This design comes from an exercise in tuning for small area, a short achievable clock period and few clock cycles on the open sky130 flow, not from production work. RTL that was checked went through simulation tests only; none was proved equivalent to the original.

v49:
==> flow/design.v (excerpt) <==
module stroke_dab_interpolator_top
#(
  parameter int MAX_DABS = 16
) (
  input  logic                     clk_i,
  input  logic                     rst_ni,
  input  logic                     psel,
  input  logic                     penable,
  input  logic                     pwrite,
  input  logic [ADDR_W-1:0]        paddr,
  input  logic [DATA_W-1:0]        pwdata,
  output logic [DATA_W-1:0]        prdata,
  output logic                     pready,
  input  logic                     in_valid_i,
  output logic                     in_ready_o,
  input  logic                     has_previous_i,
  input  logic signed [POS_W-1:0]  start_x_i,
  input  logic signed [POS_W-1:0]  start_y_i,
  input  logic [PRS_W-1:0]         start_pressure_i,
  input  logic signed [POS_W-1:0]  end_x_i,
  input  logic signed [POS_W-1:0]  end_y_i,
  input  logic [PRS_W-1:0]         end_pressure_i,
  output logic                     out_valid_o,
  input  logic                     out_ready_i,
  output logic signed [POS_W-1:0]  dab_x_o,
  output logic signed [POS_W-1:0]  dab_y_o,
  output logic [PRS_W-1:0]         dab_pressure_o,
  output logic [SIZE_W-1:0]        dab_radius_o,
  output logic                     last_o
);
==> flow/config.mk <==
export PLATFORM = sky130hd
export DESIGN_NAME = stroke_dab_interpolator_top
export DESIGN_NICKNAME = stroke_dab_interpolator_top
export VERILOG_FILES = /design/flow/design.v
export SDC_FILE = /design/flow/constraint.sdc
export NUM_CORES = 4
export LEC_CHECK = 0
export ABC_AREA = 1
export CAP_MARGIN = 20
export CORE_MARGIN = 2
export CORE_UTILIZATION = 40
export CTS_CLUSTER_DIAMETER = 150
export CTS_CLUSTER_SIZE = 20
export GPL_TIMING_DRIVEN = 0
export PLACE_DENSITY = 0.8
export SLEW_MARGIN = 20
==> flow/constraint.sdc <==
create_clock -name core_clock -period 15.0 [get_ports {clk_i}]
set_input_delay 3.0000 -clock core_clock [delete_from_list [all_inputs] [get_ports {clk_i}]]
set_output_delay 3.0000 -clock core_clock [all_outputs]
set_load 0.01 [all_outputs]
standard.sh (not shown) runs the stock make flow with config.mk's settings and CLKGATE_MAP_FILE= SYNTH_SCRIPT=/design/flow/synth_recipe.tcl, a recipe that flattens the netlist after the stock synthesis.
==> flow/flow/run.sh <==
#!/bin/bash
# Standard layout (the standard.sh: the standard synthesis and ORFS flow, unchanged),
# with repair_timing asked for setup slack margin against the design's clock so that the
# resizer keeps working on the critical paths, and the port buffers (every input and
# output port still gets one) made of buf_1 cells. Make's output goes to standard.log.
set -euo pipefail
bash standard.sh SETUP_SLACK_MARGIN=8.6 TNS_END_PERCENT=100 \
  "BUFFER_PORTS_ARGS=-buffer_cell sky130_fd_sc_hd__buf_1" finish > standard.log 2>&1
Testbench counts of v49, summed over its fixed seeds: cycles 5,173.
Input-level comparison between v11 and v49:
Settings: swapping 40 for 50 in CORE_UTILIZATION; clearing GPL_TIMING_DRIVEN, which used to be 0.
==> comparison <==
v11 ends up with a initial core utilization that is 10 points higher than in v49.
Status: area taken by flip-flops and latches parity (v49, v11)
On maximum frequency, v11 does better than v49.
Diff v49 -> v11 | overall via count from detail_route | down by a few percent
Sort v49 and v11 by count of placed standard cells including taps, descending, and v49 comes first.
v11 ends up with a number of gates given a new drive strength after cts that is 39 lower than in v49.
Changes in v26 relative to v11:
Settings: swapping 50 for 40 in CORE_UTILIZATION.
Notes after the runs:
- Relative to v11, v26 improves headroom to the max-slew limit.
- Final worst-path cycle share: v11 vs v26 — no meaningful difference
- Cell count on v26 is up relative to v11.
- Between v26 and v11, met1 usage is lower for v26, v11 comes in above that.
- Of v26 and v11, the higher number of buffers inserted by post-CTS setup repair belongs to v11.
- Between v26 and v11, the difference in clock insertion delay at the later pin of the skew report is negligible.
Input changes introduced in v40 (baseline for comparison: v26):
Settings: CTS_CLUSTER_SIZE no longer set, was 20; PLACE_DENSITY no longer set, was 0.8; CTS_CLUSTER_DIAMETER no longer set, was 150.
==> flow/flow/run.sh <==
#!/bin/bash
# Standard layout (the standard.sh: the standard synthesis and ORFS flow, unchanged),
# with repair_timing asked for setup slack margin against the design's clock so that the
# resizer keeps working on the critical paths. Make's output goes to standard.log.
set -euo pipefail
bash standard.sh SETUP_SLACK_MARGIN=8.6 TNS_END_PERCENT=100 finish > standard.log 2>&1
==> comparison <==
- v26 → v40: number of clock buffers in the layout rose 36%; clock skew saw a decrease.
- Lower cell area among v26 and v40: v26
- v40 went all the way through synthesis, placement and routing and the layout is clean on timing, DRC and antenna.
- Diff v26 -> v40: hold slack lower.

* * *

wip/harbor:
Another version of the RTL of stroke_dab_interpolator_top (not shown whole).
Size in the first run: roughly 5300 cells after synthesis, about 430 flip-flops, about 46000 µm² of cells after synthesis.
Settings: LEC_CHECK=0, ABC_CLOCK_PERIOD_IN_PS=5000, CAP_MARGIN=20, CORE_MARGIN=2, CORE_UTILIZATION=40, SETUP_SLACK_MARGIN=5, SLEW_MARGIN=20; clock period 15.0 ns.
run.sh (not shown) runs the stock make flow with config.mk's settings and CLKGATE_MAP_FILE= SYNTH_SCRIPT=/design/flow/synth_recipe.tcl, a recipe that flattens the netlist after the stock synthesis.
Stock flow here: none of the scripts above is used.
wip/harbor ended with every stage complete and zero timing, DRC or antenna violations.
The inputs of wip/maple differ from those of wip/harbor as listed below.
==> flow/flow/run.sh (new file) <==
#!/bin/bash
# Standard layout (the standard.sh: the standard synthesis and ORFS flow, unchanged),
# with repair_timing asked for setup slack margin against the design's clock so that the
# resizer keeps working on the critical paths. Make's output goes to standard.log.
set -euo pipefail
bash standard.sh SETUP_SLACK_MARGIN=8.6 TNS_END_PERCENT=100 finish > standard.log 2>&1
==> flow/standard.sh (new file) <==
#!/bin/bash
# synth_recipe.tcl (not shown) runs the flow's synth.tcl, then flattens the netlist and writes it again
# the make line also repeats each setting of config.mk as NAME=value (left out here)
make -C /OpenROAD-flow-scripts/flow DESIGN_CONFIG=/design/flow/config.mk WORK_HOME=/design/flow/orfs CLKGATE_MAP_FILE= SYNTH_SCRIPT=/design/flow/synth_recipe.tcl "${@:-finish}"
-- flow/config.mk --
<<< wip/harbor, line 7
export LEC_CHECK = 0
export ABC_CLOCK_PERIOD_IN_PS = 5000
export CAP_MARGIN = 20
>>> wip/maple, line 7
export LEC_CHECK = 0
export CAP_MARGIN = 20
<<< wip/harbor, line 11
export CORE_UTILIZATION = 40
export SETUP_SLACK_MARGIN = 5
export SLEW_MARGIN = 20
>>> wip/maple, line 10
export CORE_UTILIZATION = 40
export SLEW_MARGIN = 20
removed: flow/run.sh
[summary]
- Diff wip/harbor -> wip/maple: simple logic cell fraction of the synthesized area barely changed, met2 capacity usage during global routing climbed 3.2 points, number of DRC markers after the initial detailed-route iteration climbed 305.
--- input diff wip/maple..wip/umber ---
==> flow/run.sh (new file) <==
#!/bin/bash
# synth_recipe.tcl (not shown) runs the flow's synth.tcl, then flattens the netlist and writes it again
# the make line also repeats each setting of config.mk as NAME=value (left out here)
make -C /OpenROAD-flow-scripts/flow DESIGN_CONFIG=/design/flow/config.mk WORK_HOME=/design/flow/orfs CLKGATE_MAP_FILE= SYNTH_SCRIPT=/design/flow/synth_recipe.tcl finish
-- flow/config.mk --
<<< wip/maple, line 10
export CORE_UTILIZATION = 40
export SLEW_MARGIN = 20
>>> wip/umber, line 10
export CORE_UTILIZATION = 40
export SETUP_SLACK_MARGIN = 5
export SLEW_MARGIN = 20
removed: flow/flow/run.sh
removed: flow/standard.sh
## What came out
wip/umber vs wip/maple: filler cell count up
Path depth of the worst reg2reg path shrinks by more than 10% when moving from wip/maple to wip/umber.
Comparing wip/umber and wip/maple, summed area of non-filler cells in the final layout is lower on wip/umber.
The met1 capacity usage during global routing in wip/umber was lower than what wip/maple gave.
wip/maple: all stages complete, timing, DRC and antenna checks passed
wip/umber closes out successfully: all stages finished, all timing, DRC and antenna checks passed.
Relative to wip/maple, non-clock buffer count decreased by 60% in wip/umber.
Going from wip/maple to wip/umber, the maximum number of pins on one net before global-route repair was found to have gone up by 11%.
wip/maple has lower part of the cycle the worst path needs than wip/umber.
Function was not checked in any run of this note: the RTL went through the layout flow alone.

* * *

== violet ==
stroke_dab_interpolator_top, a different RTL version from the one above (not shown whole).
Size in the first run: about 5200 cells after synthesis, about 450 flip-flops, ~290 I/O pins.
export LEC_CHECK = 0
export CAP_MARGIN = 20
export CORE_MARGIN = 2
export CORE_UTILIZATION = 40
export SLEW_MARGIN = 20
create_clock -name core_clock -period 15.0 [get_ports {clk_i}]
standard.sh (not shown) runs the stock make flow with config.mk's settings and CLKGATE_MAP_FILE= SYNTH_SCRIPT=/design/flow/synth_recipe.tcl, a recipe that flattens the netlist after the stock synthesis.
==> flow/flow/run.sh <==
#!/bin/bash
# Standard layout (the standard.sh: the standard synthesis and ORFS flow, unchanged),
# with repair_timing asked for setup slack margin against the design's clock so that the
# resizer keeps working on the critical paths. Make's output goes to standard.log.
set -euo pipefail
bash standard.sh SETUP_SLACK_MARGIN=8.6 TNS_END_PERCENT=100 finish > standard.log 2>&1
Both conditions hold for violet: the flow ran to the end and the final layout passed the timing, DRC and antenna checks.
Testbench counts of violet, summed over its fixed seeds: cycles 5,173.
Modified inputs, zinc compared to violet
diff --git a/flow/flow/run.sh b/flow/flow/run.sh
--- a/flow/flow/run.sh
+++ b/flow/flow/run.sh
@@ -5,2 +5,2 @@
 set -euo pipefail
-bash standard.sh SETUP_SLACK_MARGIN=8.6 TNS_END_PERCENT=100 finish > standard.log 2>&1
+bash standard.sh SETUP_SLACK_MARGIN=8.0 TNS_END_PERCENT=100 finish > standard.log 2>&1
Results
violet ended up with a21oi_4 as its standard cell with the maximum stage delay on the critical path; zinc ended up with clkdlybuf4s50_1.
The synthesized cell count was comparable across zinc and violet.
Startpoint of the worst setup timing path = out_ready_i: violet; startpoint of the worst setup timing path = paddr[2]: zinc
Lower slew at the pin closest to its max-slew limit among zinc and violet: zinc
Minimum clock period after layout: zinc worse than violet
Sort zinc and violet by detailed placement HPWL asc -> top: zinc
Relative to violet, the wire length on met1 of zinc is lower by 2.3%.

* * *

Setup of run 1:
RTL: one of the versions met above, not the one the previous note started from.
Size: about 40,000 sq um of cells after synthesis.
==> flow/config.mk <==
export PLATFORM = sky130hd
export DESIGN_NAME = stroke_dab_interpolator_top
export DESIGN_NICKNAME = stroke_dab_interpolator_top
export VERILOG_FILES = /design/flow/design.v
export SDC_FILE = /design/flow/constraint.sdc
export NUM_CORES = 4
export LEC_CHECK = 0
export ABC_AREA = 1
export CAP_MARGIN = 20
export CORE_MARGIN = 2
export CORE_UTILIZATION = 40
export PLACE_DENSITY = 0.8
export SLEW_MARGIN = 20
==> flow/constraint.sdc <==
create_clock -name core_clock -period 15.0 [get_ports {clk_i}]
set_input_delay 3.0000 -clock core_clock [delete_from_list [all_inputs] [get_ports {clk_i}]]
set_output_delay 3.0000 -clock core_clock [all_outputs]
set_load 0.01 [all_outputs]
==> flow/flow/run.sh <==
#!/bin/bash
# Standard layout (the standard.sh: the standard synthesis and ORFS flow, unchanged),
# with repair_timing asked for setup slack margin against the design's clock so that the
# resizer keeps working on the critical paths. Make's output goes to standard.log.
set -euo pipefail
bash standard.sh SETUP_SLACK_MARGIN=8.6 TNS_END_PERCENT=100 finish > standard.log 2>&1
Testbench counts of run 1, summed over its fixed seeds: cycles 5,173.
#### Input delta (run 2 over run 1)
Settings: an added CTS_CLUSTER_DIAMETER of 150; a change of CAP_MARGIN from 20 to 5; an added CTS_CLUSTER_SIZE of 20; a change of SLEW_MARGIN from 20 to 5.
==> flow/flow/run.sh <==
#!/bin/bash
# Standard layout (the standard.sh: the standard synthesis and ORFS flow, unchanged),
# with repair_timing asked for setup slack margin against the design's clock so that the
# resizer keeps working on the critical paths, and the port buffers (every input and
# output port still gets one) made of buf_1 cells. Make's output goes to standard.log.
set -euo pipefail
bash standard.sh SETUP_SLACK_MARGIN=8.6 TNS_END_PERCENT=100 \
  "BUFFER_PORTS_ARGS=-buffer_cell sky130_fd_sc_hd__buf_1" finish > standard.log 2>&1
Results
Final instance area was lower in the run labelled run 2.
Compared with run 1, in run 2 cell area reported after detailed placement went down about 3.7%; sum of net half-perimeters after detailed placement decreased about 1.6%; synthesized cell count neither gained nor lost much.
For run 3, these inputs were changed with respect to run 2:
Settings: removing PLACE_DENSITY (formerly 0.8); changing SLEW_MARGIN from 5 to 20; removing CTS_CLUSTER_SIZE (formerly 20); removing CTS_CLUSTER_DIAMETER (formerly 150); setting CTS_BUF_LIST to sky130_fd_sc_hd__clkbuf_4 sky130_fd_sc_hd__clkbuf_8 for the first time; changing CAP_MARGIN from 5 to 20.
==> flow/flow/run.sh <==
#!/bin/bash
# Standard layout (the standard.sh: the standard synthesis and ORFS flow, unchanged),
# with repair_timing asked for setup slack margin against the design's clock so that the
# resizer keeps working on the critical paths. Make's output goes to standard.log.
set -euo pipefail
bash standard.sh SETUP_SLACK_MARGIN=8.6 TNS_END_PERCENT=100 finish > standard.log 2>&1
--- outcome ---
Re total of cells resized after clock tree synthesis: run 3 is about 150% up on run 2.
From run 2 to run 3 the numbers moved as follows: count of port buffers added during placement comparable; post-detailed-routing wire length climbed 7400 um; first-pass GRT wire length went up by about 6%.
The inputs of run 4 differ from those of run 3 as listed below.
Settings: a deleted CTS_BUF_LIST that had been sky130_fd_sc_hd__clkbuf_4 sky130_fd_sc_hd__clkbuf_8.
diff --git a/flow/flow/run.sh b/flow/flow/run.sh
--- a/flow/flow/run.sh
+++ b/flow/flow/run.sh
@@ -4,3 +4,3 @@
 # resizer keeps working on the critical paths. Make's output goes to standard.log.
 set -euo pipefail
-bash standard.sh SETUP_SLACK_MARGIN=8.6 TNS_END_PERCENT=100 finish > standard.log 2>&1
+bash standard.sh SETUP_SLACK_MARGIN=8.45 TNS_END_PERCENT=100 finish > standard.log 2>&1
[summary]
- Compared with run 3, in run 4 post-route core utilization shrank by 0.38 points.
- A uppermost layer routed of met4 is what run 4 shows, while met5 belongs to run 3.
- Sort run 4 and run 3 by fraction of met2 tracks used by global routing desc -> top: run 3
- Summary of run 4 over run 3: register-to-register slack now sits lower; cell depth of the worst flop-to-flop path now sits lower; post-detailed-routing wire length shrank by about 1.2%; fraction of layout cells with a size suffix above 1 went down by 2.0 points.
- [compare] base=run 3 new=run 4: area added between synthesis and finish shows a reduction of 0.95 points.
Inputs modified between run 4 and run 5:
Settings: CTS_CLUSTER_DIAMETER: unset -> 150; CTS_CLUSTER_SIZE: unset -> 20; PLACE_DENSITY: unset -> 0.8.
diff --git a/flow/flow/run.sh b/flow/flow/run.sh
--- a/flow/flow/run.sh
+++ b/flow/flow/run.sh
@@ -4,3 +4,3 @@
 # resizer keeps working on the critical paths. Make's output goes to standard.log.
 set -euo pipefail
-bash standard.sh SETUP_SLACK_MARGIN=8.45 TNS_END_PERCENT=100 finish > standard.log 2>&1
+bash standard.sh SETUP_SLACK_MARGIN=8.6 TNS_END_PERCENT=100 finish > standard.log 2>&1
Findings:
Taking run 4 as the reference, in run 5 global-route wire length before repair fell by 3.1%, simple-gate area share of the yosys netlist comparable. From run 4 to run 5 the numbers moved as follows: post-synthesis instance area ~0 delta; post-route cell area lower. Comparing run 4 with run 5, the met3 usage came out essentially unchanged. Lower area occupied by multi-input gates among run 4 and run 5: run 4.

-- static timing again, ports no longer ideal --
Ports are ideal in the flow. The routed layouts listed here were re-timed in OpenROAD. Step 1, drivers: a clkbuf_16 drives clk_i and a buf_2 each remaining input, both assumed. Step 2 moves the port delays by t, midway between the first and last clock arrival at a register: inputs arrive t later, outputs are due t later. That takes back most of the time a late clock gives input paths. Three values: ideal ports, drivers, drivers and shift; two values: the first two.
run | t, ns | setup WS [ns] | worst hold slack (ns) | slew at the worst register clock pin (ns)
v49 | 0.674 | 8.469 / 8.428 / 8.358 | 0.355 / 0.355 / 0.355 | 0.11 / 0.11
v11 | 0.669 | 8.506 / 8.454 / 8.378 | 0.355 / 0.355 / 0.355 | 0.10 / 0.10
v26 | 0.679 | 8.494 / 8.444 / 8.420 | 0.354 / 0.354 / 0.354 | 0.11 / 0.11
v40 | 0.697 | 8.535 / 8.483 / 8.241 | 0.350 / 0.350 / 0.350 | 0.07 / 0.07
wip/harbor | 0.735 | 5.467 / 5.467 / 5.467 | 0.479 / 0.479 / 0.479 | 0.07 / 0.07
wip/maple | 0.723 | 6.102 / 6.102 / 6.102 | 0.477 / 0.477 / 0.477 | 0.07 / 0.07
wip/umber | 0.735 | 5.467 / 5.467 / 5.467 | 0.479 / 0.479 / 0.479 | 0.07 / 0.07
violet | 0.706 | 8.579 / 8.537 / 8.121 | 0.507 / 0.507 / 0.507 | 0.06 / 0.06
zinc | 0.700 | 8.099 / 8.003 / 7.655 | 0.491 / 0.491 / 0.491 | 0.07 / 0.07
run 1 | 0.699 | 8.551 / 8.511 / 8.272 | 0.353 / 0.353 / 0.353 | 0.07 / 0.07
run 2 | 0.679 | 8.497 / 8.447 / 8.406 | 0.354 / 0.354 / 0.354 | 0.11 / 0.11
run 3 | 0.782 | 8.533 / 8.481 / 8.206 | 0.342 / 0.342 / 0.342 | 0.07 / 0.07
run 4 | 0.688 | 8.478 / 8.448 / 8.224 | 0.345 / 0.345 / 0.345 | 0.07 / 0.07
run 5 | 0.685 | 8.551 / 8.511 / 8.246 | 0.345 / 0.345 / 0.345 | 0.11 / 0.11
After both steps setup and hold are still met in every run listed. The setup slack of violet, which loses most, moves by -0.042 ns with the drivers and by -0.458 ns with both steps.
